This design comes from an exercise in tuning for a short achievable clock period and few clock cycles on the open sky130 flow, not from production work.
Only simulation tests tie the RTL to the original design; equivalence was not proved.
No activity file was given, so power comes from the tool's default toggle rates.

$ cat design.v
module blocking_sa_cache #(
  parameter int addr_width_p          = 32,
  parameter int data_width_p          = 32,
  parameter int block_size_in_words_p = 4,
  parameter int sets_p                = 4,
  parameter int ways_p                = 2
) (
  input  logic                                   clk,
  input  logic                                   reset,
  input  logic [2+addr_width_p+data_width_p-1:0] cache_pkt_i,
  input  logic                                   v_i,
  output logic                                   ready_o,
  output logic [data_width_p-1:0]                data_o,
  output logic                                   v_o,
  input  logic                                   yumi_i,
  output logic [addr_width_p:0]                  dma_pkt_o,
  output logic                                   dma_pkt_v_o,
  input  logic                                   dma_pkt_yumi_i,
  input  logic [data_width_p-1:0]                dma_data_i,
  input  logic                                   dma_data_v_i,
  output logic                                   dma_data_ready_o,
  output logic [data_width_p-1:0]                dma_data_o,
  output logic                                   dma_data_v_o,
  input  logic                                   dma_data_yumi_i,
  output logic                                   v_we_o
);
  localparam int off_w   = $clog2(data_width_p / 8);
  localparam int blk_w   = $clog2(block_size_in_words_p);
  localparam int idx_w   = $clog2(sets_p);
  localparam int way_w   = $clog2(ways_p);
  localparam int tag_w   = addr_width_p - idx_w - blk_w - off_w;
  localparam int baddr_w = addr_width_p - blk_w - off_w;
  localparam int line_w  = idx_w + way_w;
  localparam int lines_p = sets_p * ways_p;
  localparam int words_p = block_size_in_words_p;
  localparam int pkt_w   = 2 + addr_width_p + data_width_p;
  localparam int last_w  = block_size_in_words_p - 1;
  localparam int qd_p    = 12;              
  localparam int qc_w    = $clog2(qd_p + 1);
  localparam int qi_w    = $clog2(qd_p);
  localparam int pd_p    = 2;               
  localparam int pc_w    = $clog2(pd_p + 1);
  localparam int id_w    = 4;               
  localparam logic [1:0] OP_LW = 2'b00, OP_SW = 2'b01, OP_TAGST = 2'b10;
  typedef enum logic [2:0] {E_IDLE, E_PKT, E_WB_DATA, E_FILL_PKT, E_FILL_DATA} estate_e;
  logic [tag_w-1:0]              tag_mem  [sets_p][ways_p];
  logic [sets_p-1:0][ways_p-1:0] valid_bits;
  logic [sets_p-1:0][ways_p-1:0] dirty_bits;
  logic [sets_p-1:0]             victim_cnt;
  logic [lines_p-1:0]            line_pend;             
  logic [id_w-1:0]               line_pid [lines_p];    
  logic [id_w-1:0]               id_ctr;
  logic [data_width_p-1:0]       data_mem [lines_p * words_p];
  logic                          s_v, s_m0, s_m1;
  logic [1:0]                    s_op;
  logic [addr_width_p-1:0]       s_addr;
  logic [data_width_p-1:0]       s_data;
  logic                          ready_r;
  logic [qd_p-1:0]               q_v;
  logic [1:0]                    q_op   [qd_p];
  logic [line_w-1:0]             q_line [qd_p];
  logic [blk_w-1:0]              q_word [qd_p];
  logic [data_width_p-1:0]       q_data [qd_p];
  logic                          q_w    [qd_p];    
  logic [id_w-1:0]               q_id   [qd_p];
  logic [qc_w-1:0]               q_cnt;
  logic                          o_v, o_vsw;
  logic [data_width_p-1:0]       o_data;
  logic [pd_p-1:0]               p_v;
  logic                          p_wb   [pd_p];
  logic [tag_w-1:0]              p_otag [pd_p];
  logic [line_w-1:0]             p_line [pd_p];
  logic [baddr_w-1:0]            p_addr [pd_p];
  logic [id_w-1:0]               p_id   [pd_p];
  logic [qi_w-1:0]               p_pos  [pd_p];    
  logic [pc_w-1:0]               p_cnt;
  estate_e                       e_state;
  logic                          a_wb;
  logic [line_w-1:0]             a_line;
  logic [baddr_w-1:0]            a_addr;
  logic [id_w-1:0]               a_id;
  logic [blk_w-1:0]              a_cnt;
  logic [words_p-1:0]            a_arrived;
  logic                          pkt_v_r, wd_v_r, rd_rdy_r;
  logic [addr_width_p:0]         pkt_r;
  logic [data_width_p-1:0]       wd_r;
  logic accept;
  assign accept = v_i && ready_r;
  logic [idx_w-1:0]              in_idx;
  logic [tag_w-1:0]              in_tag;
  logic [sets_p-1:0][ways_p-1:0] line_eq;
  assign in_idx = cache_pkt_i[data_width_p+off_w+blk_w +: idx_w];
  assign in_tag = cache_pkt_i[data_width_p+addr_width_p-1 -: tag_w];
  always_comb begin
    for (int s = 0; s < sets_p; s++)
      for (int w = 0; w < ways_p; w++)
        line_eq[s][w] = valid_bits[s][w] && (tag_mem[s][w] == in_tag);
  end
  logic [idx_w-1:0]         s_idx;
  logic [tag_w-1:0]         s_tag;
  logic [blk_w-1:0]         s_word;
  logic                     s_way_tagst;
  logic                     m0, m1, hit, hit_way, vic_way, vic_wb;
  logic [line_w-1:0]        use_line;
  logic                     is_mem, is_miss;
  logic                     fill_wr, fill_last;
  assign s_idx       = s_addr[off_w+blk_w +: idx_w];
  assign s_tag       = s_addr[addr_width_p-1 -: tag_w];
  assign s_word      = s_addr[off_w +: blk_w];
  assign s_way_tagst = s_data[1];
  logic [lines_p-1:0][words_p-1:0]   line_wait;
  logic [ways_p-1:0]                 set_wait;
  logic [id_w-1:0]                   set_pid [ways_p];
  always_comb begin
    m0      = s_m0;
    m1      = s_m1;
    hit     = m0 || m1;
    hit_way = !m0;
    vic_way = !valid_bits[s_idx][0] ? 1'b0 :
              !valid_bits[s_idx][1] ? 1'b1 : victim_cnt[s_idx];
    vic_wb  = valid_bits[s_idx][vic_way] && dirty_bits[s_idx][vic_way];
    for (int l = 0; l < lines_p; l++)
      for (int k = 0; k < words_p; k++)
        line_wait[l][k] = line_pend[l] &&
          !((a_id == line_pid[l]) && (a_arrived[k] || (fill_wr && a_cnt == blk_w'(k))));
    for (int w = 0; w < ways_p; w++) begin
      set_wait[w] = line_wait[{s_idx, 1'(w)}][s_word];
      set_pid[w]  = line_pid[{s_idx, 1'(w)}];
    end
  end
  assign is_mem   = (s_op == OP_LW) || (s_op == OP_SW);
  assign is_miss  = s_v && is_mem && !hit;
  assign use_line = {s_idx, hit ? hit_way : vic_way};
  logic            new_w;
  logic [id_w-1:0] new_id;
  always_comb begin
    new_w  = is_mem && (!hit || (m0 ? set_wait[0] : set_wait[1]));
    new_id = !hit ? id_ctr : (m0 ? set_pid[0] : set_pid[1]);
  end
  assign fill_wr   = (e_state == E_FILL_DATA) && dma_data_v_i;
  assign fill_last = fill_wr && (a_cnt == blk_w'(last_w));
  logic fill_sw;    
  assign fill_sw = q_v[0] && q_w[0] && (q_op[0] == OP_SW) && (a_id == q_id[0]) && (a_cnt == q_word[0]);
  logic head_ok, head_go, move;
  logic [qd_p-1:0] q_arr;    
  always_comb begin
    for (int i = 0; i < qd_p; i++)
      q_arr[i] = fill_wr && q_w[i] && (a_id == q_id[i]) && (a_cnt == q_word[i]);
  end
  assign head_ok = !q_w[0] || q_arr[0];
  assign head_go = q_v[0] && !q_w[0];                      
  assign move    = q_v[0] && head_ok && (!o_v || yumi_i);  
  assign v_o     = o_v;
  assign data_o  = o_data;
  assign v_we_o  = o_vsw && yumi_i;
  assign ready_o = ready_r;
  logic [1:0] hazard0, hazard1, hazard_new;    
  logic       start, hz_ok;
  always_comb begin
    hazard0    = '0;
    hazard1    = '0;
    hazard_new = '0;
    for (int i = 0; i < qd_p; i++)
      for (int x = 0; x < 2; x++)
        if (i >= x && q_v[i] && !q_op[i][1]) begin
          if (qi_w'(i) < p_pos[0] && q_line[i] == p_line[0]) hazard0[x]    = 1'b1;
          if (qi_w'(i) < p_pos[1] && q_line[i] == p_line[1]) hazard1[x]    = 1'b1;
          if (q_line[i] == use_line)                         hazard_new[x] = 1'b1;
        end
  end
  assign start = p_v[0] && hz_ok && ((e_state == E_IDLE) || fill_last);
  assign dma_pkt_v_o      = pkt_v_r;
  assign dma_pkt_o        = pkt_r;
  assign dma_data_v_o     = wd_v_r;
  assign dma_data_o       = wd_r;
  assign dma_data_ready_o = rd_rdy_r;
  logic [qc_w-1:0] q_cnt_n;
  logic [pc_w-1:0] p_cnt_n;
  logic            push;
  logic [qd_p:0]   q_at;
  logic [pd_p:0]   p_at;
  logic [qi_w-1:0] pos_new, pos_new_m;    
  assign push = is_miss;
  always_comb begin
    for (int i = 0; i <= qd_p; i++) q_at[i] = (q_cnt == qc_w'(i));
    for (int k = 0; k <= pd_p; k++) p_at[k] = (p_cnt == pc_w'(k));
  end
  assign pos_new   = qi_w'(q_cnt);
  assign pos_new_m = qi_w'(q_cnt - qc_w'(1));
  assign q_cnt_n = move  ? q_cnt + qc_w'(s_v) - qc_w'(1) : q_cnt + qc_w'(s_v);
  assign p_cnt_n = start ? p_cnt + pc_w'(push) - pc_w'(1) : p_cnt + pc_w'(push);
  always_ff @(posedge clk) begin
    if (reset) begin
      s_v        <= 1'b0;
      valid_bits <= '0;
      dirty_bits <= '0;
      victim_cnt <= '0;
      line_pend  <= '0;
      id_ctr     <= '0;
      q_v        <= '0;
      q_cnt      <= '0;
      ready_r    <= 1'b1;
      o_v        <= 1'b0;
      o_vsw      <= 1'b0;
      p_v        <= '0;
      p_cnt      <= '0;
      hz_ok      <= 1'b0;
      e_state    <= E_IDLE;
      a_cnt      <= '0;
      a_arrived  <= '0;
      pkt_v_r    <= 1'b0;
      wd_v_r     <= 1'b0;
      rd_rdy_r   <= 1'b0;
    end else begin
      s_v <= accept;
      ready_r <= !accept && (q_cnt_n < qc_w'(qd_p)) && (p_cnt_n < pc_w'(pd_p));
      q_cnt   <= q_cnt_n;
      p_cnt   <= p_cnt_n;
      if (start) hz_ok <= p_v[1] ? !hazard1[move] : (push && !hazard_new[move]);
      else       hz_ok <= p_v[0] ? !hazard0[move] : (push && !hazard_new[move]);
      if (s_v) begin
        if (s_op == OP_TAGST) begin
          valid_bits[s_idx][s_way_tagst] <= s_data[0];
          dirty_bits[s_idx][s_way_tagst] <= 1'b0;
        end else if (is_mem && hit) begin
          if (s_op == OP_SW) dirty_bits[s_idx][hit_way] <= 1'b1;
        end else if (is_miss) begin
          valid_bits[s_idx][vic_way] <= 1'b1;
          dirty_bits[s_idx][vic_way] <= (s_op == OP_SW);
          victim_cnt[s_idx]          <= ~victim_cnt[s_idx];
          id_ctr                     <= id_ctr + id_w'(1);
        end
      end
      for (int i = 0; i < qd_p; i++)
        q_v[i] <= move ? ((s_v && q_at[i+1]) || ((i < qd_p - 1) && q_v[(i+1) % qd_p]))
                       : ((s_v && q_at[i]) || q_v[i]);
      if (move) begin
        o_v   <= 1'b1;
        o_vsw <= (q_op[0] == OP_SW);
      end else if (yumi_i) begin
        o_v   <= 1'b0;
        o_vsw <= 1'b0;
      end
      for (int k = 0; k < pd_p; k++)
        p_v[k] <= start ? ((push && p_at[k+1]) || ((k < pd_p - 1) && p_v[(k+1) % pd_p]))
                        : ((push && p_at[k]) || p_v[k]);
      case (e_state)
        E_IDLE: ;
        E_PKT: if (dma_pkt_yumi_i) begin
          pkt_v_r <= 1'b0;
          a_cnt   <= '0;
          if (a_wb) begin
            e_state <= E_WB_DATA;
            wd_v_r  <= 1'b1;
          end else begin
            e_state  <= E_FILL_DATA;
            rd_rdy_r <= 1'b1;
          end
        end
        E_WB_DATA: if (dma_data_yumi_i) begin
          a_cnt <= a_cnt + blk_w'(1);
          if (a_cnt == blk_w'(last_w)) begin
            e_state <= E_FILL_PKT;
            wd_v_r  <= 1'b0;
            pkt_v_r <= 1'b1;
          end
        end
        E_FILL_PKT: if (dma_pkt_yumi_i) begin
          e_state  <= E_FILL_DATA;
          pkt_v_r  <= 1'b0;
          rd_rdy_r <= 1'b1;
          a_cnt    <= '0;
        end
        E_FILL_DATA: if (dma_data_v_i) begin
          a_cnt <= a_cnt + blk_w'(1);
          a_arrived[a_cnt] <= 1'b1;
          if (fill_last) begin
            e_state  <= E_IDLE;
            rd_rdy_r <= 1'b0;
          end
        end
        default: e_state <= E_IDLE;
      endcase
      if (start) begin
        e_state   <= E_PKT;
        pkt_v_r   <= 1'b1;
        a_arrived <= '0;
      end
      if (fill_last && line_pid[a_line] == a_id) line_pend[a_line] <= 1'b0;
      if (is_miss) line_pend[use_line] <= 1'b1;
    end
  end
  always_ff @(posedge clk) begin
    if (accept) begin
      s_op   <= cache_pkt_i[pkt_w-1 -: 2];
      s_addr <= cache_pkt_i[data_width_p +: addr_width_p];
      s_data <= cache_pkt_i[data_width_p-1:0];
      s_m0   <= line_eq[in_idx][0];
      s_m1   <= line_eq[in_idx][1];
    end
    if (s_v) begin
      if (s_op == OP_TAGST) tag_mem[s_idx][s_way_tagst] <= s_tag;
      else if (is_miss) begin
        tag_mem[s_idx][vic_way] <= s_tag;
        line_pid[use_line]      <= id_ctr;
      end
    end
    for (int i = 0; i < qd_p; i++) begin
      logic ins_h, ins_s;
      int   j;
      ins_h = s_v && q_at[i];
      ins_s = s_v && q_at[i+1];
      j     = (i < qd_p - 1) ? i + 1 : i;
      if (move) begin
        q_op[i]   <= ins_s ? s_op     : q_op[j];
        q_line[i] <= ins_s ? use_line : q_line[j];
        q_word[i] <= ins_s ? s_word   : q_word[j];
        q_data[i] <= ins_s ? s_data   : q_data[j];
        q_w[i]    <= ins_s ? new_w    : q_w[j] && !q_arr[j];
        q_id[i]   <= ins_s ? new_id   : q_id[j];
      end else begin
        q_op[i]   <= ins_h ? s_op     : q_op[i];
        q_line[i] <= ins_h ? use_line : q_line[i];
        q_word[i] <= ins_h ? s_word   : q_word[i];
        q_data[i] <= ins_h ? s_data   : q_data[i];
        q_w[i]    <= ins_h ? new_w    : q_w[i] && !q_arr[i];
        q_id[i]   <= ins_h ? new_id   : q_id[i];
      end
    end
    if (move) o_data <= q_arr[0] ? dma_data_i : data_mem[{q_line[0], q_word[0]}];
    for (int k = 0; k < pd_p; k++) begin
      logic            ins;
      int              j;
      logic [qi_w-1:0] pos;
      j   = (start && k < pd_p - 1) ? k + 1 : k;
      ins = push && (start ? p_at[k+1] : p_at[k]);
      pos = p_pos[j];
      if (ins) begin
        p_wb[k]   <= vic_wb;
        p_otag[k] <= tag_mem[s_idx][vic_way];
        p_line[k] <= use_line;
        p_addr[k] <= s_addr[addr_width_p-1 -: baddr_w];
        p_id[k]   <= id_ctr;
        p_pos[k]  <= move ? pos_new_m : pos_new;
      end else begin
        p_wb[k]   <= p_wb[j];
        p_otag[k] <= p_otag[j];
        p_line[k] <= p_line[j];
        p_addr[k] <= p_addr[j];
        p_id[k]   <= p_id[j];
        p_pos[k]  <= move ? pos - qi_w'(1) : pos;
      end
    end
    if (start) begin
      a_wb   <= p_wb[0];
      a_line <= p_line[0];
      a_addr <= p_addr[0];
      a_id   <= p_id[0];
      pkt_r  <= p_wb[0] ? {1'b1, p_otag[0], p_line[0][line_w-1 -: idx_w], {(blk_w+off_w){1'b0}}}
                        : {1'b0, p_addr[0], {(blk_w+off_w){1'b0}}};
    end else if (e_state == E_WB_DATA && dma_data_yumi_i && a_cnt == blk_w'(last_w)) begin
      pkt_r  <= {1'b0, a_addr, {(blk_w+off_w){1'b0}}};
    end
    if (e_state == E_PKT && dma_pkt_yumi_i) wd_r <= data_mem[{a_line, blk_w'(0)}];
    else if (e_state == E_WB_DATA && dma_data_yumi_i)
      wd_r <= data_mem[{a_line, a_cnt + blk_w'(1)}];
    if (fill_wr) data_mem[{a_line, a_cnt}] <= fill_sw ? q_data[0] : dma_data_i;
    if (head_go && q_op[0] == OP_SW) data_mem[{q_line[0], q_word[0]}] <= q_data[0];
  end
endmodule
$ cat run.sh
#!/bin/bash
# synth_recipe.tcl (not shown) runs the flow's synth.tcl, then flattens the netlist and writes it again
# the make line also repeats each setting of config.mk as NAME=value (left out here)
make -C /OpenROAD-flow-scripts/flow DESIGN_CONFIG=/design/flow/config.mk WORK_HOME=/design/flow/orfs CLKGATE_MAP_FILE= SYNTH_SCRIPT=/design/flow/synth_recipe.tcl finish
$ cat config.mk
export PLATFORM = sky130hd
export DESIGN_NAME = blocking_sa_cache
export DESIGN_NICKNAME = blocking_sa_cache
export VERILOG_FILES = /design/flow/design.v
export SDC_FILE = /design/flow/constraint.sdc
export NUM_CORES = 4
export LEC_CHECK = 0
export ABC_CLOCK_PERIOD_IN_PS = 3000
export CAP_MARGIN = 40
export CORE_MARGIN = 2
export CORE_UTILIZATION = 40
export SETUP_SLACK_MARGIN = 3.9
export SLEW_MARGIN = 40
export TNS_END_PERCENT = 100
$ cat constraint.sdc
create_clock -name core_clock -period 7.0 [get_ports {clk}]
set_input_delay 1.4000 -clock core_clock [delete_from_list [all_inputs] [get_ports {clk}]]
set_output_delay 1.4000 -clock core_clock [all_outputs]
set_load 0.01 [all_outputs]
==> metrics.md, run 1 <==
| Metric | Value |
|---|---|
| Number of buffer and inverter stages on the critical path | `1` |
| Critical Setup Path Class | `flip-flop to flip-flop` |
| Xor-xnor portion of the synthesized cell area | `0.03407` |
| Final weighted congestion in routability-driven placement | `0.8996` |
| Detailed Routing Iterations Pass 1 | `9` |
| Post-synthesis adder-cell area fraction | `0.005171` |
| Period minus WS final | `3.181 ns` |
| Global-route wire length before repair | `a little under 600000 µm` |
| Net count, final | `approximately 9500` |
| Post-synthesis to final-layout area growth | `15.38%` |
| Drt wl/cell | `31.23 µm` |
| Clock transition at the registers of the reported paths | `0.07 ns` |
| Number of synthesized flops with an enable pin | `1667` |
| Setup TNS Final | `0 ns` |
| Total of warnings raised by yosys | `14` |
| CTS Hold Bufs | `0` |
| Routed via count divided by cell count | `~6.4` |
| Compound-cell area share of the yosys netlist | `0.1028` |
| Count of input and output buffers | `between 200 and 250` |
| Overall die height | `531.5 µm` |
| Largest driver fanout on the critical path | `88` |
| Bufs on Longest Clock Path | `4` |
| Critical Path Source Type | `flip-flop` |
| Maximum level of the CTS H-tree | `4` |
| Pin count of the biggest net entering global routing | `89` |
| Prevailing post-synth register cell | `edfxtp_1` |
| Crit-path leading delay family | `multiplexers` |
| Number of antenna violations at the first check in global routing | `26` |
| Starting utilization of the core area | `0.4022` |
| DRC errors left | `0` |
| Tightest slew margin relative to the limit | `0.3584` |
| Clk Latency, worst-skew pair | `0.95 ns` |
| Average cell area after synthesis | `11.68 µm²` |
| Multiplexer area fraction after synthesis | `0.1733` |
| Number of instances in the synthesized netlist | `9532` |
| Sequential area share after synthesis | `0.5442` |
| Cells traversed along the worst timing path | `buf_12 -> mux4_2 -> mux4_2 -> mux2i_1 -> o21ai_0` |
| Synth cell types | `88` |
| Number of register bits inferred by synthesis | `2192` |
| Dominant combinational cell family by area after synthesis | `multiplexers` |
| Part of the cycle the worst path needs | `0.4545` |
| Number of global-route vias before repair | `81101` |
| Count of final hold-check violations | `0` |
| Peak supply drop | `220.0 µV` |
| Standard-cell row count | `193` |
| Total CTS buffers | `241` |
| Die outline width | `531.5 µm` |
| Post-synthesis share of cell area spent on and, or, nand and nor gates | `0.1006` |
| Post-route core utilization | `0.4641` |
| Worst Max-Slew Pin Slew | `0.9624 ns` |
| Cell area power density | `292.4 nW/µm²` |
| Final Slew Violations | `0` |
| Crit path DAT | `between 3 and 4 ns` |
| Buffer type at the clock tree root | `clkbuf_16` |
| Endpoint kind of the worst setup timing path | `flip-flop` |
| Async set-reset flop share out of synthesis | `0` |
| Post-synth design cell area | `approximately 110000 µm²` |
| Static leakage | `0.04425 µW` |
| Maximum clock rate | `~310 MHz` |
| Sink Count | `2192` |
| CP required | `7.66 ns` |
| Slowest-stage cell, CP | `dfxtp_4` |
| Count of boundary I/O pins | `around 210` |
| Cell repeated most along the worst path | `mux4_2` |
| Worst clock skew on the final layout | `0.1184 ns` |
| Detail Placement HPWL | `236900 µm` |
| Min-delay worst type | `flip-flop to flip-flop` |
| Share of cells above drive strength 1 | `0.1966` |
| All-Layer GR Usage | `0.2836` |
| Initial detailed-routing violation count | `approximately 14000` |
| Area inside the core boundary | `276700 µm²` |
| RSZ-0062 raised after global routing | `true` |
| Maximum capacitance violations | `0` |
| Detail Route Antenna Nets | `0` |
| Overall routed net length | `415400 µm` |
| Status | `finished clean` |
| Count of vias placed by the detailed router | `roughly 85000` |
| Stage delay of the slowest cell on the critical path | `between 0.6 and 0.7 ns` |
| Remaining global-route overflow | `0` |
| TritonCTS clock tree | `yes` |
| Number of failing setup endpoints in the final timing report | `0` |
| Total Die Area | `between 200000 and 300000 µm²` |
[final timing paths]
path | startpoint | slack (ns) | to | cells after the start
min | p_addr[0][27] | 0.39 | a_addr[27] | 0
max reg2reg | flip-flop | 3.82 | o_data[20] | 5
min reg2reg | p_addr[0][27] | 0.39 | a_addr[27] | 0
max | flip-flop | 3.82 | o_data[20] | 5
[through the flow]
step / instances / setup WS [ns] / hold slack, ns / power [µW] / cell area, µm²
floorplan: 9535 / 3.047 / 0.4003 / 22150 / 111900
global placement: 12683 / 1.922 / 0.4023 / 24280 / 117100
CTS: 13264 / 3.862 / 0.3941 / 37430 / 127800
finish: 13299 / 3.819 / 0.3936 / 37550 / 128400
detailed placement: 12715 / 1.854 / 0.4045 / 24500 / 117900
global route: 13289 / 3.863 / 0.3996 / 38760 / 128400
[cells in the final DEF, fill, tap and decap left out, types with 59 or more instances in the layout]
cell             count
a21oi_1           1180
a32oi_1             68
buf_4              227
buf_6               78
clkbuf_16          250
clkdlybuf4s50_1     93
dfxtp_1            510
dlygate4sd2_1       83
edfxtp_1          1667
mux2_2             132
mux2i_1            135
mux4_2             703
nand2_1            306
nand3_1             76
nand4_1             59
nor2_1            1970
nor3_1              96
o21ai_0            114
o22ai_1            396
xnor2_1            221
xor2_1             210
[registers in the layout, summed over array words and instances (netlist names), 36 cells and up, named ones only]
register and cells:
p_addr 56, p_otag 52, tag_mem 208, q_id 48
data_mem 1024, q_line 36, q_data 384
[worst register-to-register path, cell delays in order (launching register included)]
cell	delay, ns
dfxtp_4	0.61
buf_12	0.45
mux4_2	0.62
mux4_2	0.46
mux2i_1	0.59
o21ai_0	0.18
[kinds of logic (layout without fill, tap and decap cells)]
| group | Yosys count | after routing |
|---|---|---|
| buffers and inverters | 1090 | 1133 |
| adders and majority gates | 46 | 46 |
| and+or+nand+nor | 2736 | 2740 |
| AOI/OAI and AO/OA | 2017 | 2017 |
| DFF | 2192 | 2192 |
| muxes | 1017 | 1017 |
| other | 1 | 16 |
| xor gates and xnor gates | 433 | 433 |
[per-layer routing]
layer | GRT usage | share of wire
met1 | 0.3721 | 0.36
met2 | 0.4371 | 0.45
met5 | 0 | 0.00022
met4 | 0.1265 | 0.053
met3 | 0.07969 | 0.14
[cells in the mapped netlist, drive strengths merged, types with 106 or more instances]
| cell type | count | area share |
|---|---|---|
| mux2i | 171 | 0.015 |
| edfxtp | 1667 | 0.45 |
| nor3 | 106 | 0.0049 |
| buf | 279 | 0.013 |
| nor2 | 1981 | 0.067 |
| dfxtp | 525 | 0.094 |
| o22ai | 396 | 0.022 |
| xnor2 | 223 | 0.018 |
| clkbuf | 759 | 0.026 |
| a21oi | 1198 | 0.054 |
| xor2 | 210 | 0.017 |
| mux4 | 712 | 0.14 |
| mux2 | 134 | 0.014 |
| nand2 | 349 | 0.012 |
| o21ai | 171 | 0.0078 |
[power by group]
group / internal (µW) / switching, µW / total [µW]
Clock: 7240 / 5490 / 12700
Combinational: 3550 / 4310 / 7860
Sequential: 15700 / 1300 / 17000
[area by class of cell]
class	instances	area, µm²
diodes	12	30.03
clock buffers	317	6631
clock inverters	125	1116
fillers	24503	148300
inverters	52	237.7
multi-input cells	6257	47820
flip-flops and latches	2192	60620
well taps	3705	4636
repair buffers	636	7320
repair inverters	3	26.28
[what timing repair did]
| action | in CTS | in global routing |
|---|---|---|
| pin swaps | 25 | 6 |
| resized for setup | 327 | 91 |
| gates cloned | 31 | 3 |
| setup buffers | 76 | 18 |
| endpoints found under the setup margin | 2713 | 1002 |
Testbench counts, summed over its fixed seeds: cycles 16,391.
==> run 2, diff against run 1 <==
--- a/config.mk
+++ b/config.mk
@@ -10,5 +10,5 @@
 export CORE_MARGIN = 2
 export CORE_UTILIZATION = 40
-export SETUP_SLACK_MARGIN = 3.9
+export SETUP_SLACK_MARGIN = 4.3
 export SLEW_MARGIN = 40
 export TNS_END_PERCENT = 100
==> run 2 against run 1 <==
Against the previous run:
- sequential share of layout area decreased by 4.7 points
- critical endpoint is now v_we_o
- largest cell class unchanged
- worst setup slack better by 0.049 ns
- critical path depth decreased by 2
- flip-flop and latch count stayed put
- first-iteration DRC count increased by 6.7%
- via count is 6.7% higher
- count of clock-buffer cells in the layout fell by 8
- register-to-register slack gained 0.25 ns
- synthesized cell count is the same
- area after synthesis did not move
==> metrics.md, run 2 <==
| Metric | Value |
|---|---|
| FF-to-FF Start | `a_cnt[1]` |
| Period minus WS final | `3.133 ns (-0.04862 ns)` |
| Crit path DAT | `1.73 ns (-2.11 ns)` |
| TritonCTS clock tree | `yes` |
| Stage delay of the slowest cell on the critical path | `0.13 ns (-0.48 ns)` |
| Bufs on Longest Clock Path | `4 (unchanged)` |
| Number of global-route vias before repair | `83520 (+3.0%)` |
| Worst clock skew on the final layout | `0.07116 ns (-0.04722 ns)` |
| Cell area power density | `283.2 nW/µm² (-3.1%)` |
| Routed via count divided by cell count | `6.557 (+3.1%)` |
| Post-synth design cell area | `111300 µm² (unchanged)` |
| Standard-cell row count | `193 (unchanged)` |
| Register-to-Register Setup Slack | `4.07 ns (+0.25 ns)` |
| Internal Dissipation | `27880 µW (+5.4%)` |
| Static leakage | `0.04922 µW (+11%)` |
| Detail Placement HPWL | `247100 µm (+4.3%)` |
| Most frequent cells in the layout | `nor2_1, edfxtp_1, a21oi_1` |
| Prevailing post-synth register cell | `edfxtp_1` |
| Die outline width | `531.5 µm (unchanged)` |
| Maximum clock rate | `319.2 MHz (+1.6%)` |
| Critical Setup Path Class | `input pin to output pin` |
| Drt wl/cell | `34.21 µm (+9.5%)` |
| Fraction of power consumed by the clock network | `0.316 (-0.023)` |
| Worst Max-Slew Pin Slew | `1.146 ns (+0.1833 ns)` |
| Setup slack after placement | `1.702 ns (-0.1515 ns)` |
| Overall die height | `531.5 µm (unchanged)` |
| Clock transition at the registers of the reported paths | `0.06 ns (about the same)` |
| Peak supply drop | `214.7 µV (-2.4%)` |
| Min-delay worst type | `flip-flop to flip-flop` |
| Number of instances in the synthesized netlist | `9532 (unchanged)` |
| Pin count of the biggest net entering global routing | `66 (-26%)` |
| Crit path setup slack, layout | `3.867 ns (+0.04862 ns)` |
| Registers with the most flip-flops | `data_mem (1024), q_data (384), tag_mem (208)` |
| Number of synthesized flops with an enable pin | `1667 (unchanged)` |
| Most common cell in the netlist | `nor2_1` |
| Total power | `40380 µW (+7.5%)` |
| Layout fillers | `22979 (-6.2%)` |
| Post-synthesis to final-layout area growth | `28.09%` |
| Average cell area after synthesis | `11.68 µm² (unchanged)` |
| Largest driver fanout on the critical path | `2 (-98%)` |
| Slowest-stage cell, CP | `and2_4` |
| Maximum capacitance violations | `0 (unchanged)` |
| Switching power total | `12500 µW (+12%)` |
| Sequential area share after synthesis | `0.5442 (unchanged)` |
| Area leader, netlist | `edfxtp_1` |
| CTS Hold Bufs | `0 (unchanged)` |
| Buffer type at the clock tree root | `clkbuf_16` |
| Detailed Routing Iterations Pass 1 | `11 (+2)` |
| Register with the highest flop count | `data_mem` |
| Combinational share of power | `0.256 (+0.047)` |
| Cells traversed along the worst timing path | `buf_12 -> and2_4 -> buf_6` |
| Number of failing setup endpoints in the final timing report | `0 (unchanged)` |
| Synth cell types | `88 (unchanged)` |
| Switching share of power | `0.3095 (+0.01363)` |
| Share of cells above drive strength 1 | `0.3459 (+0.1493)` |
| Top cells by area, synth | `edfxtp_1, mux4_2, dfxtp_1, nor2_1, a21oi_1` |
| Detail Route Antenna Nets | `0 (unchanged)` |
| Count of boundary I/O pins | `208 (unchanged)` |
| Count of final hold-check violations | `0 (unchanged)` |
| Final weighted congestion in routability-driven placement | `0.9067 (+0.79%)` |
| Clk Latency, worst-skew pair | `0.97 ns (+0.02 ns)` |
| Remaining global-route overflow | `0 (unchanged)` |
| Number of flip-flops in the largest register | `1024 (unchanged)` |
| Initial detailed-routing violation count | `14976 (+6.7%)` |
| DRC errors left | `0 (unchanged)` |
| CP Launch Point | `yumi_i` |
| Final Slew Violations | `0 (unchanged)` |
| Starting utilization of the core area | `0.4022 (unchanged)` |
| Area share of the leading cell type in the synthesized netlist | `0.4497 (unchanged)` |
| Global-route wire length before repair | `617700 µm (+5.3%)` |
| Register cell area after layout | `60640 µm² (about the same)` |
| Net count, final | `9997 (+4.9%)` |
| Number of antenna violations at the first check in global routing | `16 (-38%)` |
| Most common cell after layout, fill and taps aside | `nor2_1` |
| Post-route core utilization | `0.5152 (+0.05112)` |
| Endpoint kind of the worst setup timing path | `output pin` |
| Maximum level of the CTS H-tree | `4 (unchanged)` |
| Part of the cycle the worst path needs | `0.4475 (-0.006946)` |
| Top cells by instance count after synthesis | `nor2_1, edfxtp_1, a21oi_1` |
| Post-synthesis adder-cell area fraction | `0.005171 (unchanged)` |
| All-Layer GR Usage | `0.3010 (+0.01745)` |
| Setup TNS Final | `0 ns (unchanged)` |
| Tightest slew margin relative to the limit | `0.2362 (-0.1222)` |
| Sink Count | `2192 (unchanged)` |
| Worst Reg-to-Reg Cells | `12 (+7)` |
| Multiplexer area fraction after synthesis | `0.1733 (unchanged)` |
| Worst flop-to-flop path endpoint | `wd_r[4]` |
| Total CTS buffers | `241 (unchanged)` |
| Count of vias placed by the detailed router | `90234 (+6.7%)` |
| Compound-cell area share of the yosys netlist | `0.1028 (unchanged)` |
| Critical Path Source Type | `input pin` |
| Xor-xnor portion of the synthesized cell area | `0.03407 (unchanged)` |
| Crit path to | `v_we_o` |
| Count of input and output buffers | `201 (unchanged)` |
| CP required | `5.60 ns (-2.06 ns)` |
| Total of warnings raised by yosys | `14 (unchanged)` |
| Async set-reset flop share out of synthesis | `0 (unchanged)` |
| Post-synthesis share of cell area spent on and, or, nand and nor gates | `0.1006 (unchanged)` |
| Number of register bits inferred by synthesis | `2192 (unchanged)` |
| Total Die Area | `282500 µm² (unchanged)` |
| Area inside the core boundary | `276700 µm² (unchanged)` |
| Dominant combinational cell family by area after synthesis | `multiplexers` |
| Overall routed net length | `470800 µm (+13%)` |
| Proportion of power drawn by flip-flops and latches | `0.428 (-0.024)` |
| Area taken by multi-input logic gates | `54440 µm² (+14%)` |
| RSZ-0062 raised after global routing | `true` |
| Status | `finished clean` |
[run 2: changes by cell type in the layout (fill, tap and decap cells not counted), sizes merged, moves of 10 or more]
cell | before | now
nand2 | 350 | 374
clkinv | 96 | 108
clkinvlp | 7 | 17
inv | 61 | 48
clkdlybuf4s15 | 12 | 2
clkbuf | 321 | 399
buf | 426 | 871
dlygate4sd2 | 83 | 13
clkdlybuf4s50 | 93 | 73
[run 2: logic make-up after synthesis]
family,Yosys count
buffers and inverters,1090
flip-flops,2192
adder cells (fa/ha/maj),46
XOR/XNOR,433
AO/OA/AOI/OAI,2017
other,1
multiplexers,1017
AND/OR/NAND/NOR,2736
[run 2: layout make-up]
class,count,area share
diodes,14,0.0002457
repair buffers,1070,0.1033
inverters,52,0.001922
well taps,3705,0.03251
flip-flops and latches,2192,0.4253
repair inverters,7,0.0009039
clock inverters,131,0.008082
multi-input cells,6282,0.3819
clock buffers,309,0.04588
[run 2: metrics by stage]
step	hold slack, ns	cell area (µm²)	std cells
final	0.4102	142600	13762
after global routing	0.4354	142500	13751
after CTS	0.4182	134900	13501
after detailed placement	0.4092	121000	12724
after global placement	0.4031	120000	12675
after floorplan	0.4003	116300	9535
[run 2: what timing repair did]
| item | CTS | global route |
|---|---|---|
| buffers inserted | 263 | 122 |
| resized for setup | 1059 | 907 |
| endpoints found under the setup margin | 3494 | 2432 |
| pin swaps | 111 | 150 |
| gates cloned | 74 | 125 |
[run 2: worst min-delay path by stage]
stage | cells after the start | to | start
floorplan | 0 | a_id[0] | p_id[0][0]
global placement | 0 | a_id[1] | p_id[0][1]
detailed placement | 0 | a_id[1] | p_id[0][1]
CTS | 0 | a_addr[2] | p_addr[0][2]
global route | 0 | a_id[2] | p_id[0][2]
finish | 0 | a_addr[2] | p_addr[0][2]
[run 2: critical path: cells and delay by family]
family | cells | cell delay (ns)
and+or+nand+nor | 1 | 0.13
buffers and inverters | 2 | 0.21
[run 2: power by group through the flow]
| stage | logic (µW) | registers (µW) | clock network, µW |
|---|---|---|---|
| floorplan | 6800 | 16800 | 0 |
| global placement | 7990 | 17600 | 0 |
| detailed placement | 8320 | 17500 | 0 |
| CTS | 9250 | 17200 | 12800 |
| global route | 10800 | 17400 | 13300 |
| finish | 10300 | 17300 | 12800 |
[run 2: metal layers]
metal	share of wire	wire length, µm	track usage	vias to the layer above
met5	0.00080	377	0.004049	-
met1	0.35	163400	0.3904	44432
met2	0.43	200500	0.4467	7751
li1	-	-	-	36203
met4	0.071	33490	0.1632	12
met3	0.16	73020	0.09630	1836
==> run 3, diff against run 2 <==
--- a/design.v
+++ b/design.v
@@ -36,8 +36,8 @@
   localparam int pkt_w   = 2 + addr_width_p + data_width_p;
   localparam int last_w  = block_size_in_words_p - 1;
-  localparam int qd_p    = 12;              
+  localparam int qd_p    = 16;              
   localparam int qc_w    = $clog2(qd_p + 1);
   localparam int qi_w    = $clog2(qd_p);
-  localparam int pd_p    = 2;               
+  localparam int pd_p    = 3;               
   localparam int pc_w    = $clog2(pd_p + 1);
   localparam int id_w    = 4;               
==> run 3 against run 2 <==
Against the previous run:
- now fails the layout checks on capacitance limit, slew limit
- sequential power grew 16%
- final cell count grew 15%
- worst setup slack lost 0.58 ns
- count of clock-buffer cells in the layout grew 64
- first-iteration DRC count grew 29%
- sequential share of layout area shrank 4.2 points
- global-route usage grew 1.2 points
- critical path depth grew 11
- largest cell class unchanged
==> metrics.md, run 3 <==
| Metric | Value |
|---|---|
| Post-synth design cell area | `122000 µm² (+9.6%)` |
| All-Layer GR Usage | `0.3134 (+0.01241)` |
| Routed via count divided by cell count | `7.050 (+7.5%)` |
| Top cells by instance count after synthesis | `nor2_1, edfxtp_1, a21oi_1` |
| Tightest slew margin relative to the limit | `-0.05768 (-0.2939)` |
| Pin count of the biggest net entering global routing | `78 (+18%)` |
| Maximum capacitance violations | `2 (+2)` |
| Register with the highest flop count | `data_mem` |
| Area leader, netlist | `edfxtp_1` |
| Final Slew Violations | `34 (+34)` |
| Share of cells above drive strength 1 | `0.4351 (+0.08918)` |
| Bufs on Longest Clock Path | `4 (unchanged)` |
| Clock transition at the registers of the reported paths | `0.08 ns (+0.02 ns)` |
| Number of failing setup endpoints in the final timing report | `0 (unchanged)` |
| Overall die height | `556.2 µm (+4.7%)` |
| Status | `complete, but fails checks` |
| Average cell area after synthesis | `11.28 µm² (-3.4%)` |
| Maximum level of the CTS H-tree | `5 (+1)` |
| Worst Max-Slew Pin Slew | `1.587 ns (+0.4408 ns)` |
| Most frequent cells in the layout | `nor2_1, edfxtp_1, a21oi_2` |
| Drt wl/cell | `37.61 µm (+9.9%)` |
| Number of antenna violations at the first check in global routing | `44 (+28)` |
| Count of final hold-check violations | `0 (unchanged)` |
| Total CTS buffers | `279 (+16%)` |
| Registers with the most flip-flops | `data_mem (1024), q_data (512), tag_mem (208)` |
| Synth cell types | `82 (-6.8%)` |
| Post-route core utilization | `0.5707 (+0.05547)` |
| Net count, final | `11822 (+18%)` |
| Async set-reset flop share out of synthesis | `0 (unchanged)` |
| Area share of the leading cell type in the synthesized netlist | `0.4266 (-0.02312)` |
| Maximum clock rate | `269.4 MHz (-16%)` |
| Detail Placement HPWL | `260400 µm (+5.4%)` |
| Clk Latency, worst-skew pair | `0.94 ns (-0.03 ns)` |
| TritonCTS clock tree | `yes` |
| Static leakage | `0.05982 µW (+22%)` |
| CP required | `7.74 ns (+2.14 ns)` |
| Setup TNS Final | `0 ns (unchanged)` |
| Starting utilization of the core area | `0.4025 (about the same)` |
| Most common cell after layout, fill and taps aside | `nor2_1` |
| Count of vias placed by the detailed router | `112042 (+24%)` |
| Placed cell count | `14158 (+11%)` |
| Detailed Routing Iterations Pass 1 | `11 (unchanged)` |
| Global-route wire length before repair | `703300 µm (+14%)` |
| Critical Setup Path Class | `input pin to flip-flop` |
| Critical Path Source Type | `input pin` |
| Failed layout checks | `capacitance limit, slew limit` |
| Remaining global-route overflow | `0 (unchanged)` |
| Number of register bits inferred by synthesis | `2444 (+11%)` |
| Number of global-route vias before repair | `96516 (+16%)` |
| Endpoint kind of the worst setup timing path | `flip-flop` |
| Initial detailed-routing violation count | `19273 (+29%)` |
| Standard-cell row count | `202 (+4.7%)` |
| Sequential area share after synthesis | `0.5433 (-0.0008597)` |
| Number of instances in the synthesized netlist | `10812 (+13%)` |
| Crit path DAT | `4.46 ns (+2.73 ns)` |
| CTS Hold Bufs | `0 (unchanged)` |
| Count of input and output buffers | `201 (unchanged)` |
| Count of boundary I/O pins | `208 (unchanged)` |
| Most common cell in the netlist | `nor2_1` |
| Number of synthesized flops with an enable pin | `1733 (+4.0%)` |
| Number of flip-flops in the largest register | `1024 (unchanged)` |
| Die outline width | `556.2 µm (+4.7%)` |
| Min-delay worst type | `flip-flop to flip-flop` |
| Final weighted congestion in routability-driven placement | `0.9114 (+0.52%)` |
| Peak supply drop | `267.7 µV (+25%)` |
| Part of the cycle the worst path needs | `0.5302 (+0.08270)` |
| Period minus WS final | `3.712 ns (+0.5789 ns)` |
| RSZ-0062 raised after global routing | `true` |
| Area inside the core boundary | `303000 µm² (+9.5%)` |
| Total of warnings raised by yosys | `14 (unchanged)` |
| Sink Count | `2444 (+11%)` |
| Cell area power density | `283.4 nW/µm² (about the same)` |
| Largest driver fanout on the critical path | `6 (+4)` |
| Worst slack on hold paths | `0.4627 ns (+0.05253 ns)` |
| Worst clock skew on the final layout | `0.08057 ns (+0.009411 ns)` |
| Buffer type at the clock tree root | `clkbuf_16` |
| Post-route non-filler standard cell count | `15892 (+15%)` |
| Prevailing post-synth register cell | `edfxtp_1` |
| Detail Route Antenna Nets | `0 (unchanged)` |
| Top cells by area, synth | `edfxtp_1, mux4_2, dfxtp_1, nor2_1, a21oi_1` |
| DRC errors left | `0 (unchanged)` |
| Overall routed net length | `597700 µm (+27%)` |
| Total Die Area | `309400 µm² (+9.5%)` |
| Post-synthesis to final-layout area growth | `41.77%` |
## run 3: cell count changes in the layout (fill, tap and decap cells not counted), moves of 123 or more
cell,change
nand2_1,+215
nor2_2,+123
nor2_1,-182
a21oi_2,+579
nor2_4,+195
buf_12,+205
o22ai_1,+238
dfxtp_1,+194
buf_6,+132
o22ai_2,-179
a21oi_1,-561
## run 3: cell families (layout without fill, tap and decap cells)
family                   count (synthesis)  in the layout  synth area share
AO/OA/AOI/OAI                         2368           2372            0.1104
XOR/XNOR                               488            488           0.03504
multiplexers                          1042           1051            0.1596
buffers and inverters                 1224           2233           0.03960
other                                    1             40        0.00003074
adder cells (fa/ha/maj)                 45             45          0.004616
flip-flops                            2444           2444            0.5433
AND/OR/NAND/NOR                       3200           3241            0.1074
## run 3: report_power, final
group          total (µW)  internal, µW  leakage (µW)  switching (µW)
logic               14200          6910        0.0339            7330
clock network       14800          8380       0.00434            6430
registers           20000         17500        0.0216            2420
## run 3: what timing repair did
action | in CTS | in global routing
resized for setup | 1954 | 2543
endpoints found under the setup margin | 3824 | 3138
gates cloned | 242 | 201
setup buffers | 507 | 236
pin swaps | 411 | 596
## run 3: worst paths after layout
path	start	end	slack [ns]	cells after the start
max reg2reg	a_id[3]	q_data[4][10]	3.29	14
min reg2reg	p_id[0][0]	a_id[0]	0.46	0
min	p_id[0][0]	a_id[0]	0.46	0
max	dma_data_v_i	q_data[4][10]	3.29	14
## run 3: stage by stage
stage | power (µW) | instance area, µm² | setup WS, ns
final | 49010 | 172900 | 3.288
after global routing | 49760 | 172900 | 3.269
after CTS | 44640 | 154500 | 3.761
after detailed placement | 27550 | 129100 | 1.426
after global placement | 27180 | 128000 | 1.431
after floorplan | 24960 | 124300 | 3.194
## run 3: routing by layer
metal | GRT usage | share of wire | vias to the layer above
met5 | 0.001094 | 0.0014 | -
met4 | 0.1977 | 0.10 | 52
met3 | 0.09441 | 0.17 | 4045
met2 | 0.4817 | 0.42 | 11575
met1 | 0.3850 | 0.31 | 54387
li1 | - | - | 41983
## run 3: layout make-up
cell class / instances / area [µm²]
fillers: 22168 / 130100
flip-flops and latches: 2444 / 66330
multi-input cells: 7201 / 65880
repair buffers: 1650 / 25870
clock buffers: 373 / 7858
well taps: 3978 / 4977
clock inverters: 114 / 1006
repair inverters: 25 / 529.3
inverters: 71 / 387.9
diodes: 36 / 90.09
## run 3: worst max-delay path: stages
cell,delay [ns]
buf_6,0.07
and4bb_4,0.28
clkinvlp_4,0.16
o31ai_4,0.30
buf_12,0.16
nand3_4,0.09
buf_6,0.15
buf_12,0.12
buf_16,0.15
clkinv_16,0.09
mux2i_4,0.61
buf_6,0.24
nor2_1,0.06
nor2_1,0.52
Testbench counts of run 3, summed over its fixed seeds: cycles 16,287.
==> run 4, diff against run 3 <==
--- a/design.v
+++ b/design.v
@@ -36,5 +36,5 @@
   localparam int pkt_w   = 2 + addr_width_p + data_width_p;
   localparam int last_w  = block_size_in_words_p - 1;
-  localparam int qd_p    = 16;              
+  localparam int qd_p    = 12;              
   localparam int qc_w    = $clog2(qd_p + 1);
   localparam int qi_w    = $clog2(qd_p);
@@ -63,4 +63,5 @@
   logic [data_width_p-1:0]       q_data [qd_p];
   logic                          q_w    [qd_p];    
+  logic                          q_x    [qd_p];    
   logic [id_w-1:0]               q_id   [qd_p];
   logic [qc_w-1:0]               q_cnt;
@@ -92,9 +93,4 @@
   assign in_idx = cache_pkt_i[data_width_p+off_w+blk_w +: idx_w];
   assign in_tag = cache_pkt_i[data_width_p+addr_width_p-1 -: tag_w];
-  always_comb begin
-    for (int s = 0; s < sets_p; s++)
-      for (int w = 0; w < ways_p; w++)
-        line_eq[s][w] = valid_bits[s][w] && (tag_mem[s][w] == in_tag);
-  end
   logic [idx_w-1:0]         s_idx;
   logic [tag_w-1:0]         s_tag;
@@ -132,9 +128,40 @@
   assign is_miss  = s_v && is_mem && !hit;
   assign use_line = {s_idx, hit ? hit_way : vic_way};
-  logic            new_w;
-  logic [id_w-1:0] new_id;
   always_comb begin
-    new_w  = is_mem && (!hit || (m0 ? set_wait[0] : set_wait[1]));
-    new_id = !hit ? id_ctr : (m0 ? set_pid[0] : set_pid[1]);
+    for (int s = 0; s < sets_p; s++)
+      for (int w = 0; w < ways_p; w++)
+        line_eq[s][w] = valid_bits[s][w] && (tag_mem[s][w] == in_tag);
+  end
+  logic [1:0] in_op;
+  logic       in_retag;
+  assign in_op    = cache_pkt_i[pkt_w-1 -: 2];
+  assign in_retag = (in_op == OP_TAGST) ||
+                    (!in_op[1] && !line_eq[in_idx][0] && !line_eq[in_idx][1]);
+  logic [lines_p-1:0] line_busy, busy_n;
+  logic [ways_p-1:0]  set_busy;
+  logic               lx;                           
+  logic [data_width_p-1:0] rd_way [ways_p];
+  logic [data_width_p-1:0] s_rd;
+  always_comb begin
+    for (int w = 0; w < ways_p; w++) begin
+      set_busy[w] = line_busy[{s_idx, 1'(w)}];
+      rd_way[w]   = data_mem[{s_idx, 1'(w), s_word}];
+    end
+    lx   = is_mem && hit && !(m0 ? set_busy[0] : set_busy[1]);
+    s_rd = m0 ? rd_way[0] : rd_way[1];
+  end
+  logic                    new_w, new_x;
+  logic [id_w-1:0]         new_id;
+  logic [data_width_p-1:0] new_data;
+  always_comb begin
+    new_w    = is_mem && (!hit || (m0 ? set_wait[0] : set_wait[1]));
+    new_x    = is_mem && !lx;
+    new_id   = !hit ? id_ctr : (m0 ? set_pid[0] : set_pid[1]);
+    new_data = (lx && s_op == OP_LW) ? s_rd : s_data;
+    for (int l = 0; l < lines_p; l++) begin
+      busy_n[l] = line_pend[l] || (s_v && new_x && use_line == line_w'(l));
+      for (int i = 0; i < qd_p; i++)
+        if (q_v[i] && q_x[i] && q_line[i] == line_w'(l)) busy_n[l] = 1'b1;
+    end
   end
   assign fill_wr   = (e_state == E_FILL_DATA) && dma_data_v_i;
@@ -149,5 +176,5 @@
   end
   assign head_ok = !q_w[0] || q_arr[0];
-  assign head_go = q_v[0] && !q_w[0];                      
+  assign head_go = q_v[0] && q_x[0] && !q_w[0];           
   assign move    = q_v[0] && head_ok && (!o_v || yumi_i);  
   assign v_o     = o_v;
@@ -163,5 +190,5 @@
     for (int i = 0; i < qd_p; i++)
       for (int x = 0; x < 2; x++)
-        if (i >= x && q_v[i] && !q_op[i][1]) begin
+        if (i >= x && q_v[i] && q_x[i]) begin
           if (qi_w'(i) < p_pos[0] && q_line[i] == p_line[0]) hazard0[x]    = 1'b1;
           if (qi_w'(i) < p_pos[1] && q_line[i] == p_line[1]) hazard1[x]    = 1'b1;
@@ -197,4 +224,5 @@
       victim_cnt <= '0;
       line_pend  <= '0;
+      line_busy  <= '0;
       id_ctr     <= '0;
       q_v        <= '0;
@@ -214,6 +242,8 @@
     end else begin
       s_v <= accept;
-      ready_r <= !accept && (q_cnt_n < qc_w'(qd_p)) && (p_cnt_n < pc_w'(pd_p));
+      ready_r <= (q_cnt_n + qc_w'(accept) < qc_w'(qd_p)) &&
+                 (p_cnt_n + pc_w'(accept) < pc_w'(pd_p)) && !(accept && in_retag);
       q_cnt   <= q_cnt_n;
+      line_busy <= busy_n;
       p_cnt   <= p_cnt_n;
       if (start) hz_ok <= p_v[1] ? !hazard1[move] : (push && !hazard_new[move]);
@@ -316,5 +346,6 @@
         q_line[i] <= ins_s ? use_line : q_line[j];
         q_word[i] <= ins_s ? s_word   : q_word[j];
-        q_data[i] <= ins_s ? s_data   : q_data[j];
+        q_data[i] <= ins_s ? new_data : q_data[j];
+        q_x[i]    <= ins_s ? new_x    : q_x[j];
         q_w[i]    <= ins_s ? new_w    : q_w[j] && !q_arr[j];
         q_id[i]   <= ins_s ? new_id   : q_id[j];
@@ -323,10 +354,12 @@
         q_line[i] <= ins_h ? use_line : q_line[i];
         q_word[i] <= ins_h ? s_word   : q_word[i];
-        q_data[i] <= ins_h ? s_data   : q_data[i];
+        q_data[i] <= ins_h ? new_data : q_data[i];
+        q_x[i]    <= ins_h ? new_x    : q_x[i];
         q_w[i]    <= ins_h ? new_w    : q_w[i] && !q_arr[i];
         q_id[i]   <= ins_h ? new_id   : q_id[i];
       end
     end
-    if (move) o_data <= q_arr[0] ? dma_data_i : data_mem[{q_line[0], q_word[0]}];
+    if (move) o_data <= !q_x[0]  ? q_data[0] :
+                        q_arr[0] ? dma_data_i : data_mem[{q_line[0], q_word[0]}];
     for (int k = 0; k < pd_p; k++) begin
       logic            ins;
@@ -367,4 +400,5 @@
     if (fill_wr) data_mem[{a_line, a_cnt}] <= fill_sw ? q_data[0] : dma_data_i;
     if (head_go && q_op[0] == OP_SW) data_mem[{q_line[0], q_word[0]}] <= q_data[0];
+    if (s_v && lx && s_op == OP_SW)  data_mem[{s_idx, !s_m0, s_word}]  <= s_data;
   end
 endmodule
==> run 4 against run 3 <==
Against the previous run:
- the run now fails in 5_1_grt
- synthesized cell count is 16% higher
- area after synthesis up 16%
==> metrics.md, run 4 <==
| Metric | Value |
|---|---|
| Status | `did not finish` |
| Last stage reached | `5_1_grt` |
| Log Error | `[ERROR GRT-0116] Global routing finished with congestion. Check the congestion regions in the DRC Viewer.` |
| Area share of the leading cell type in the synthesized netlist | `0.3670 (-0.05963)` |
| Count of input and output buffers | `201 (unchanged)` |
| Async set-reset flop share out of synthesis | `0 (unchanged)` |
| Dominant combinational cell family by area after synthesis | `multiplexers` |
| Prevailing post-synth register cell | `edfxtp_1` |
| Multiplexer area fraction after synthesis | `0.2745 (+0.1149)` |
| Number of synthesized flops with an enable pin | `1735 (+0.12%)` |
| Detail Placement HPWL | `364000 µm (+40%)` |
| Average cell area after synthesis | `11.30 µm² (+0.17%)` |
| Top cells by instance count after synthesis | `edfxtp_1, mux2i_1, nand2_1` |
| Compound-cell area share of the yosys netlist | `0.1140 (+0.003600)` |
| Sink Count | `2285 (-6.5%)` |
| All-Layer GR Usage | `0.6046` |
| Number of register bits inferred by synthesis | `2285 (-6.5%)` |
| Area leader, netlist | `edfxtp_1` |
| Total of warnings raised by yosys | `16 (+2)` |
| Top cells by area, synth | `edfxtp_1, mux4_2, mux2i_1, dfxtp_1, a21oi_1` |
| Total CTS buffers | `272 (-2.5%)` |
| Remaining global-route overflow | `787` |
| Bufs on Longest Clock Path | `4 (unchanged)` |
| Maximum level of the CTS H-tree | `5 (unchanged)` |
| Sequential area share after synthesis | `0.4445 (-0.09875)` |
| Number of instances in the synthesized netlist | `12562 (+16%)` |
| Final weighted congestion in routability-driven placement | `0.9604 (+5.4%)` |
| Post-synthesis share of cell area spent on and, or, nand and nor gates | `0.08898 (-0.01841)` |
| Synth cell types | `92 (+12%)` |
| Die outline width | `599.8 µm (+7.8%)` |
| Buffer type at the clock tree root | `clkbuf_16` |
| Count of boundary I/O pins | `208 (unchanged)` |
| Post-synth design cell area | `142000 µm² (+16%)` |
| Starting utilization of the core area | `0.4022 (about the same)` |
| Post-synthesis adder-cell area fraction | `0.004407 (-0.0002090)` |
| Standard-cell row count | `218 (+7.9%)` |
| Global-route wire length before repair | `1467000 µm` |
| Overall die height | `599.8 µm (+7.8%)` |
| Most common cell in the netlist | `edfxtp_1` |
| Pin count of the biggest net entering global routing | `87` |
| Number of global-route vias before repair | `152066` |
| Xor-xnor portion of the synthesized cell area | `0.02702 (-0.008017)` |
-- run 4: cell types whose count changed after synthesis, sizes merged, moves of 268 or more --
cell | previous run | this run
o22ai | 556 | 118
nand2 | 597 | 1311
nor2 | 2116 | 845
a21oi | 1278 | 993
mux4 | 716 | 1054
mux2i | 261 | 1394
o221a | 0 | 268
buf | 291 | 590
o21ai | 255 | 925
nor3 | 97 | 394
-- run 4: worst max path at each step --
stage                                   to  depth (start not counted)
after detailed placement    q_data[11][30]                         10
after global placement      q_data[11][30]                         10
after floorplan            data_mem[15][0]                          4
after CTS                 data_mem[22][29]                         13
-- run 4: metrics by stage --
stage / util / cell area [µm²] / cells / hold slack [ns] / setup WS, ns
4_1_cts: 0.5574 / 196700 / 18465 / 0.4545 / 3.714
3_5_place_dp: 0.4217 / 148800 / 16351 / 0.4390 / 0.8823
3_3_place_gp: 0.4189 / 147800 / 16314 / 0.4360 / 0.9055
2_1_floorplan: - / 143700 / 12565 / 0.4244 / 3.038
-- run 4: power by group through the flow --
stage | logic [µW] | clock network, µW | registers [µW]
after floorplan | 8440 | 0 | 17200
after global placement | 10600 | 0 | 18100
after detailed placement | 11000 | 0 | 18000
after CTS | 15000 | 14500 | 17800
-- run 4: cells by family after synthesis --
| logic type | after synthesis |
|---|---|
| AO/OA/AOI/OAI | 2671 |
| AND/OR/NAND/NOR | 2969 |
| adder cells (fa/ha/maj) | 50 |
| buffers and inverters | 1588 |
| flip-flops | 2285 |
| XOR/XNOR | 438 |
| multiplexers | 2560 |
| other | 1 |
-- run 4: what timing repair did --
| item | CTS |
|---|---|
| gates cloned | 601 |
| endpoints found under the setup margin | 3645 |
| buffers inserted | 1022 |
| resized for setup | 4564 |
| hold buffers | 0 |
| pin swaps | 547 |
-- run 4: routing by layer --
metal  GRT overflow  GRT usage
met1             82     0.6090
met4            257     0.4874
met5             10     0.4295
met2            352     0.7100
met3             86     0.5531
Testbench counts of run 4, summed over its fixed seeds: cycles 15,946.
==> run 5, diff against run 4 <==
--- a/config.mk
+++ b/config.mk
@@ -6,9 +6,9 @@
 export NUM_CORES = 4
 export LEC_CHECK = 0
-export ABC_CLOCK_PERIOD_IN_PS = 3000
+export ABC_CLOCK_PERIOD_IN_PS = 2800
 export CAP_MARGIN = 40
 export CORE_MARGIN = 2
 export CORE_UTILIZATION = 40
-export SETUP_SLACK_MARGIN = 4.3
+export SETUP_SLACK_MARGIN = 4.6
 export SLEW_MARGIN = 40
 export TNS_END_PERCENT = 100
==> run 5 against run 4 <==
Against the previous run:
- synthesized cell count did not move
- the run again fails in 5_1_grt
- area after synthesis did not move
==> metrics.md, run 5 <==
| Metric | Value |
|---|---|
| Global-route wire length before repair | `1574000 µm` |
| Top cells by instance count after synthesis | `edfxtp_1, mux2i_1, nand2_1` |
| Total CTS buffers | `272 (unchanged)` |
| CTS Hold Bufs | `0 (unchanged)` |
| Remaining global-route overflow | `363` |
| Synth cell types | `92 (unchanged)` |
| Status | `did not finish` |
| Count of boundary I/O pins | `208 (unchanged)` |
| Final weighted congestion in routability-driven placement | `0.9711 (+1.1%)` |
| Pin count of the biggest net entering global routing | `68` |
| Average cell area after synthesis | `11.30 µm² (unchanged)` |
| Top cells by area, synth | `edfxtp_1, mux4_2, mux2i_1, dfxtp_1, a21oi_1` |
| Last stage reached | `5_1_grt` |
| Number of register bits inferred by synthesis | `2285 (unchanged)` |
| Die outline width | `599.8 µm (unchanged)` |
| Maximum level of the CTS H-tree | `5 (unchanged)` |
| Number of global-route vias before repair | `157515` |
| Standard-cell row count | `218 (unchanged)` |
| Area share of the leading cell type in the synthesized netlist | `0.3670 (unchanged)` |
| Overall die height | `599.8 µm (unchanged)` |
| Sink Count | `2285 (unchanged)` |
| Sequential area share after synthesis | `0.4445 (unchanged)` |
| Bufs on Longest Clock Path | `4 (unchanged)` |
| Count of input and output buffers | `201 (unchanged)` |
| Number of instances in the synthesized netlist | `12562 (unchanged)` |
| Cell area reported after detailed placement | `149400 µm² (+0.35%)` |
| All-Layer GR Usage | `0.6447` |
| Most common cell in the netlist | `edfxtp_1` |
| Area leader, netlist | `edfxtp_1` |
| Buffer type at the clock tree root | `clkbuf_16` |
| Post-synth design cell area | `142000 µm² (unchanged)` |
| Number of synthesized flops with an enable pin | `1735 (unchanged)` |
| Async set-reset flop share out of synthesis | `0 (unchanged)` |
| Total of warnings raised by yosys | `16 (unchanged)` |
| Log Error | `[ERROR GRT-0116] Global routing finished with congestion. Check the congestion regions in the DRC Viewer.` |
| Prevailing post-synth register cell | `edfxtp_1` |
| Detail Placement HPWL | `367400 µm (+0.93%)` |
| Starting utilization of the core area | `0.4022 (unchanged)` |
==> run 5: cell counts after synthesis <==
Identical to the previous run, type by type.
==> run 5: metal layers <==
metal  global-route usage  overflow
met2               0.7537       167
met4               0.5037       131
met5               0.4592         5
met3               0.5881        37
met1               0.6597        23
==> run 5: worst max path at each step <==
stage	from	end	slack (ns)	depth (start not counted)
3_5_place_dp	dma_data_v_i	q_data[8][28]	1.72	12
2_1_floorplan	dma_data_v_i	data_mem[15][0]	3.04	4
4_1_cts	s_addr[4]	dirty_bits[3]	3.69	12
3_3_place_gp	dma_data_v_i	q_data[9][25]	1.21	11
==> run 5: stage by stage <==
step	total power, µW	utilization	std cells	setup WS, ns
after CTS	48500	0.5686	18607	3.693
after global placement	28720	0.4199	16326	1.207
after detailed placement	29130	0.4232	16368	1.721
after floorplan	25710	-	12565	3.038
==> run 5: kinds of logic after synthesis <==
kind of cell,share of synthesized area
and+or+nand+nor,0.08898
buffers and inverters,0.04652
other,0.00002641
adders and majority gates,0.004407
AOI/OAI and AO/OA,0.1140
xor gates and xnor gates,0.02702
DFF,0.4445
muxes,0.2745
==> run 5: repair_timing <==
item	4_1_cts
buffers inserted	1074
pin swaps	532
resized for setup	4398
endpoints found under the hold margin	0
cloned	672
endpoints found under the setup margin	3680
==> run 5: power by group through the flow <==
stage	registers [µW]	clock network, µW	logic [µW]
after CTS	17800	14500	16200
after detailed placement	18100	0	11100
after global placement	18100	0	10600
after floorplan	17200	0	8490
==> run 6, diff against run 5 <==
--- a/design.v
+++ b/design.v
@@ -36,5 +36,5 @@
   localparam int pkt_w   = 2 + addr_width_p + data_width_p;
   localparam int last_w  = block_size_in_words_p - 1;
-  localparam int qd_p    = 12;              
+  localparam int qd_p    = 16;              
   localparam int qc_w    = $clog2(qd_p + 1);
   localparam int qi_w    = $clog2(qd_p);
--- a/config.mk
+++ b/config.mk
@@ -6,9 +6,9 @@
 export NUM_CORES = 4
 export LEC_CHECK = 0
-export ABC_CLOCK_PERIOD_IN_PS = 2800
+export ABC_CLOCK_PERIOD_IN_PS = 3000
 export CAP_MARGIN = 40
 export CORE_MARGIN = 2
-export CORE_UTILIZATION = 40
-export SETUP_SLACK_MARGIN = 4.6
+export CORE_UTILIZATION = 30
+export SETUP_SLACK_MARGIN = 4.3
 export SLEW_MARGIN = 40
 export TNS_END_PERCENT = 100
==> run 6 against run 5 <==
Against the previous run:
- the run again fails in 5_1_grt
- synthesized cell count grew 1.9%
- area after synthesis up 4.3%
==> metrics.md, run 6 <==
| Metric | Value |
|---|---|
| Count of input and output buffers | `201 (unchanged)` |
| Final weighted congestion in routability-driven placement | `0.9438 (-2.8%)` |
| Pin count of the biggest net entering global routing | `86` |
| Detail Placement HPWL | `377800 µm (+2.8%)` |
| Starting utilization of the core area | `0.3007 (-0.1015)` |
| Remaining global-route overflow | `1` |
| CTS Hold Bufs | `0 (unchanged)` |
| Synth cell types | `89 (-3.3%)` |
| Number of register bits inferred by synthesis | `2470 (+8.1%)` |
| All-Layer GR Usage | `0.4345` |
| Overall die height | `706.7 µm (+18%)` |
| Standard-cell row count | `258 (+18%)` |
| Sink Count | `2470 (+8.1%)` |
| Post-synth design cell area | `148100 µm² (+4.3%)` |
| Last stage reached | `5_1_grt` |
| Top cells by instance count after synthesis | `mux2i_1, nand2_1, edfxtp_1` |
| Total CTS buffers | `274 (+0.74%)` |
| Number of instances in the synthesized netlist | `12806 (+1.9%)` |
| Prevailing post-synth register cell | `edfxtp_1` |
| Async set-reset flop share out of synthesis | `0 (unchanged)` |
| Bufs on Longest Clock Path | `4 (unchanged)` |
| Total of warnings raised by yosys | `16 (unchanged)` |
| Top cells by area, synth | `edfxtp_1, mux4_2, mux2i_1, dfxtp_1, nand2_1` |
| Count of boundary I/O pins | `208 (unchanged)` |
| Most common cell in the netlist | `mux2i_1` |
| Status | `did not finish` |
| Sequential area share after synthesis | `0.4511 (+0.006547)` |
| Area leader, netlist | `edfxtp_1` |
| Area share of the leading cell type in the synthesized netlist | `0.3517 (-0.01524)` |
| Maximum level of the CTS H-tree | `5 (unchanged)` |
| Number of synthesized flops with an enable pin | `1735 (unchanged)` |
| Die outline width | `706.7 µm (+18%)` |
| Setup slack after placement | `1.431 ns (-0.2895 ns)` |
| Log Error | `[ERROR GRT-0232] Routing congestion too high. Check the congestion heatmap in the GUI.` |
| Average cell area after synthesis | `11.57 µm² (+2.3%)` |
| Buffer type at the clock tree root | `clkbuf_16` |
==> run 6: cell types whose count changed after synthesis, sizes merged, moves of 268 or more <==
| cell | delta |
|---|---|
| mux2i | +595 |
| a21oi | -591 |
| nand2 | +468 |
| o21ai | +339 |
| nor2 | -281 |
| o221a | -268 |
==> run 6: kinds of logic after synthesis <==
| family | Yosys count | share of synthesized area |
|---|---|---|
| AND/OR/NAND/NOR | 2918 | 0.08314 |
| other | 1 | 0.00002532 |
| XOR/XNOR | 488 | 0.02895 |
| adder cells (fa/ha/maj) | 49 | 0.004139 |
| AO/OA/AOI/OAI | 2193 | 0.08456 |
| multiplexers | 3164 | 0.3044 |
| flip-flops | 2470 | 0.4511 |
| buffers and inverters | 1523 | 0.04369 |
==> run 6: power by group through the flow <==
stage	combinational (µW)	sequential, µW	clock [µW]
after CTS	13200	19200	15000
after floorplan	7790	18500	0
after detailed placement	10200	19400	0
after global placement	9900	19400	0
==> run 6: what timing repair did <==
item | CTS
gates resized for setup | 3953
cloned | 551
setup buffers | 976
pin swaps | 495
endpoints found under the hold margin | 0
setup endpoints to repair | 3860
==> run 6: metal layers <==
layer | overflow | global-route usage
met1 | 0 | 0.4243
met2 | 0 | 0.5153
met3 | 0 | 0.3961
met4 | 0 | 0.3700
met5 | 1 | 0.3415
==> run 6: worst min path at each step <==
| stage | end | slack [ns] |
|---|---|---|
| floorplan | a_line[0] | 0.42 |
| global placement | a_id[3] | 0.45 |
| detailed placement | a_id[3] | 0.45 |
| CTS | a_id[3] | 0.47 |
==> run 6: metrics by stage <==
step / instance area (µm²) / std cells
2_1_floorplan: 149900 / 12809
3_3_place_gp: 156700 / 18439
3_5_place_dp: 158300 / 18507
4_1_cts: 202000 / 20521
Testbench counts of run 6, summed over its fixed seeds: cycles 15,886.

## what the ideal ports hide
The results above use ideal ports. As a check the final layouts listed here were re-extracted and re-timed, cells and wires unchanged.
Step 1 sets driving cells, clkbuf_16 on the clock port and buf_2 on the other inputs (assumed; they add their load-dependent delay and slew).
Step 2, shift: input delay + t, output delay - t, t = (earliest + latest rising clock arrival at the registers) / 2. This alone moves slack from input paths to output paths.
Slacks: no drivers / after step 1 / after step 2; pairs: no drivers / after step 1.
| run | t, ns | setup slack, ns | clock arrival spread, ns | cell pins on the clock port's net |
|---|---|---|---|---|
| run 1 | 0.992 | 3.819 / 3.819 / 2.848 | 0.125 / 0.125 | 1 |
| run 2 | 1.034 | 3.867 / 3.780 / 3.156 | 0.071 / 0.071 | 1 |
| run 3 | 1.010 | 3.288 / 3.263 / 2.253 | 0.089 / 0.090 | 1 |
The setup slack of run 3, which loses most, moves by -0.025 ns with the drivers and by -1.035 ns with both steps.
